This design comes from an exercise in tuning for small area and a short achievable clock period on the open sky130 flow, not from production work. In this exercise RTL edits were held to simulation tests only and were not proved equivalent to the original.

lane 2:
## pe_mac_array
module pe_mac_array
#(
  parameter int DATA_WIDTH = nmcu_pkg::DATA_WIDTH,
  parameter int ACC_WIDTH  = nmcu_pkg::ACC_WIDTH,
  parameter int NUM_LANES  = 8
) (
  input  logic                            clk,
  input  logic                            rst_n,
  input  logic                            in_valid_i,
  output logic                            in_ready_o,
  input  logic [NUM_LANES*DATA_WIDTH-1:0] a_i,
  input  logic [NUM_LANES*DATA_WIDTH-1:0] b_i,
  input  logic                            first_i,
  input  logic                            last_i,
  output logic                            out_valid_o,
  input  logic                            out_ready_i,
  output logic [NUM_LANES*DATA_WIDTH-1:0] result_o,
  output logic [NUM_LANES*ACC_WIDTH-1:0]  acc_o,
  output logic [NUM_LANES-1:0]            sat_o,
  output logic                            busy_o,
  output nmcu_pkg::pe_mac_state_e        state_o
);
  nmcu_pkg::pe_mac_state_e state_q;
  logic          ready;
  logic          accept;
  logic          load;
  logic          open_group;
  assign ready       = (state_q == nmcu_pkg::IDLE) || (state_q == nmcu_pkg::ACCUM);
  assign in_ready_o  = rst_n && ready;
  assign accept      = in_valid_i && in_ready_o;
  assign load        = in_valid_i && ready;
  assign out_valid_o = (state_q == nmcu_pkg::DRAIN);
  assign busy_o      = (state_q != nmcu_pkg::IDLE);
  assign state_o     = state_q;
  assign open_group  = first_i || (state_q == nmcu_pkg::IDLE);
  always_ff @(posedge clk or negedge rst_n) begin
    if (!rst_n) begin
      state_q <= nmcu_pkg::IDLE;
  ...
clock: 6.0 ns
lec_check: 0
abc_area: 1
cap_margin: 20
core_margin: 2
core_utilization: 40
cts_cluster_diameter: 100
cts_cluster_size: 22
setup_slack_margin: 2.8
slew_margin: 20
tns_end_percent: 10
standard.sh (not shown) runs the stock make flow with config.mk's settings and CLKGATE_MAP_FILE= SYNTH_SCRIPT=/design/flow/synth_recipe.tcl, a recipe that flattens the netlist after the stock synthesis.
==> flow/flow/run.sh <==
#!/bin/bash
# Own layout flow: the standard flow (the standard.sh, all steps) with
# the port buffers made from buf_1 cells instead of ORFS's default choice.
# Each tool's output goes to the ORFS logs under orfs/logs; this script's
# own output goes to run.log.
set -e
{
  echo "== standard.sh"; cat standard.sh
  echo "== config.mk"; cat config.mk
  export BUFFER_PORTS_ARGS="-buffer_cell sky130_fd_sc_hd__buf_1"
  bash standard.sh
} > run.log 2>&1
Modified inputs, lane 3 compared to lane 2
-- flow/design.v --
<<< lane 2, line 125
  assign bo0 = b[0] & load_en;
  assign bt0 = (b[1] & ~b[0]) & load_en;
  assign bn0 = b[1];
  assign pp0_0 = (bo0 & a[0]) ^ bn0;
  assign pp0_1 = ((bo0 & a[1]) | (bt0 & a[0])) ^ bn0;
>>> lane 3, line 125
  assign bo0 = b[0] & load_en;
  assign bt0 = (b[1] & ~b[0]) & load_en;
  assign bn0 = b[1] & load_en;
  assign pp0_0 = (bo0 & a[0]) ^ bn0;
  assign pp0_1 = ((bo0 & a[1]) | (bt0 & a[0])) ^ bn0;
<<< lane 2, line 138
  assign bo1 = (b[2] ^ b[1]) & load_en;
  assign bt1 = ((b[3] & ~b[2] & ~b[1]) | (~b[3] & b[2] & b[1])) & load_en;
  assign bn1 = b[3];
  assign pp1_0 = (bo1 & a[0]) ^ bn1;
  assign pp1_1 = ((bo1 & a[1]) | (bt1 & a[0])) ^ bn1;
>>> lane 3, line 138
  assign bo1 = (b[2] ^ b[1]) & load_en;
  assign bt1 = ((b[3] & ~b[2] & ~b[1]) | (~b[3] & b[2] & b[1])) & load_en;
  assign bn1 = b[3] & load_en;
  assign pp1_0 = (bo1 & a[0]) ^ bn1;
  assign pp1_1 = ((bo1 & a[1]) | (bt1 & a[0])) ^ bn1;
<<< lane 2, line 151
  assign bo2 = (b[4] ^ b[3]) & load_en;
  assign bt2 = ((b[5] & ~b[4] & ~b[3]) | (~b[5] & b[4] & b[3])) & load_en;
  assign bn2 = b[5];
  assign pp2_0 = (bo2 & a[0]) ^ bn2;
  assign pp2_1 = ((bo2 & a[1]) | (bt2 & a[0])) ^ bn2;
>>> lane 3, line 151
  assign bo2 = (b[4] ^ b[3]) & load_en;
  assign bt2 = ((b[5] & ~b[4] & ~b[3]) | (~b[5] & b[4] & b[3])) & load_en;
  assign bn2 = b[5] & load_en;
  assign pp2_0 = (bo2 & a[0]) ^ bn2;
  assign pp2_1 = ((bo2 & a[1]) | (bt2 & a[0])) ^ bn2;
<<< lane 2, line 164
  assign bo3 = (b[6] ^ b[5]) & load_en;
  assign bt3 = ((b[7] & ~b[6] & ~b[5]) | (~b[7] & b[6] & b[5])) & load_en;
  assign bn3 = b[7];
  assign pp3_0 = (bo3 & a[0]) ^ bn3;
  assign pp3_1 = ((bo3 & a[1]) | (bt3 & a[0])) ^ bn3;
>>> lane 3, line 164
  assign bo3 = (b[6] ^ b[5]) & load_en;
  assign bt3 = ((b[7] & ~b[6] & ~b[5]) | (~b[7] & b[6] & b[5])) & load_en;
  assign bn3 = b[7] & load_en;
  assign pp3_0 = (bo3 & a[0]) ^ bn3;
  assign pp3_1 = ((bo3 & a[1]) | (bt3 & a[0])) ^ bn3;
==> comparison <==
Lane 3 has clock network contribution to total cell area below what lane 2 had.
There was hardly any difference in die boundary height between lane 3 and lane 2.
Between lane 2 and lane 3, the flow reports register cell area after layout increasing slightly.
The synthesized cell count in lane 3 sits 21 below the value recorded for lane 2.
Per the comparison of lane 3 with lane 2, worst-case setup margin in the final layout grew by 0.21 ns.
Summary: with lane 2 as the reference, cell area after synthesis in lane 3 moved up slightly.
Compared with lane 2, lane 3 shows a area used by multi-input combinational logic that is 2.2% higher.
Going from lane 2 to lane 3, register-to-register slack has increased, measured slew at the worst slew-check pin has increased.
Core occupancy in the finished layout was higher in lane 3 than in lane 2.
Summary of lane 3 over lane 2: number of clock-tree buffers in the layout fell by about 23%; worst-case setup slack after placement shows an increase of 0.065 ns; final routed wirelength across all metal layers increased 1500 um.

-- separate check: timing with driven ports --
How much do the figures lean on ideal ports? The routed layouts below were timed once more, with nothing changed but the port constraints.
Step 1 sets driving cells, clkbuf_16 on the clock port and buf_2 on the other inputs (assumed; they add their load-dependent delay and slew).
Step 2 times the ports against the registers' clock, not the clock port: input delays grow and output delays shrink by t, the midpoint of the rising clock arrivals with the driver on.
a / b / c = ideal ports / drivers / drivers and shift; a / b = the first two.
| run | t, ns | slack for setup (ns) | latest minus earliest clock arrival (ns) | worst slew at a driven data input, ns | pins driven straight from the clock port |
|---|---|---|---|---|---|
| lane 2 | 0.627 | 2.644 / 2.683 / 2.056 | 0.027 / 0.027 | 0.07 | 1 |
| lane 3 | 0.675 | 2.854 / 2.859 / 2.207 | 0.028 / 0.028 | 0.15 | 1 |
After both steps setup and hold are still met in every run listed. For lane 3, which loses most, drivers alone change the setup slack by +0.005 ns; drivers and shift together by -0.647 ns.
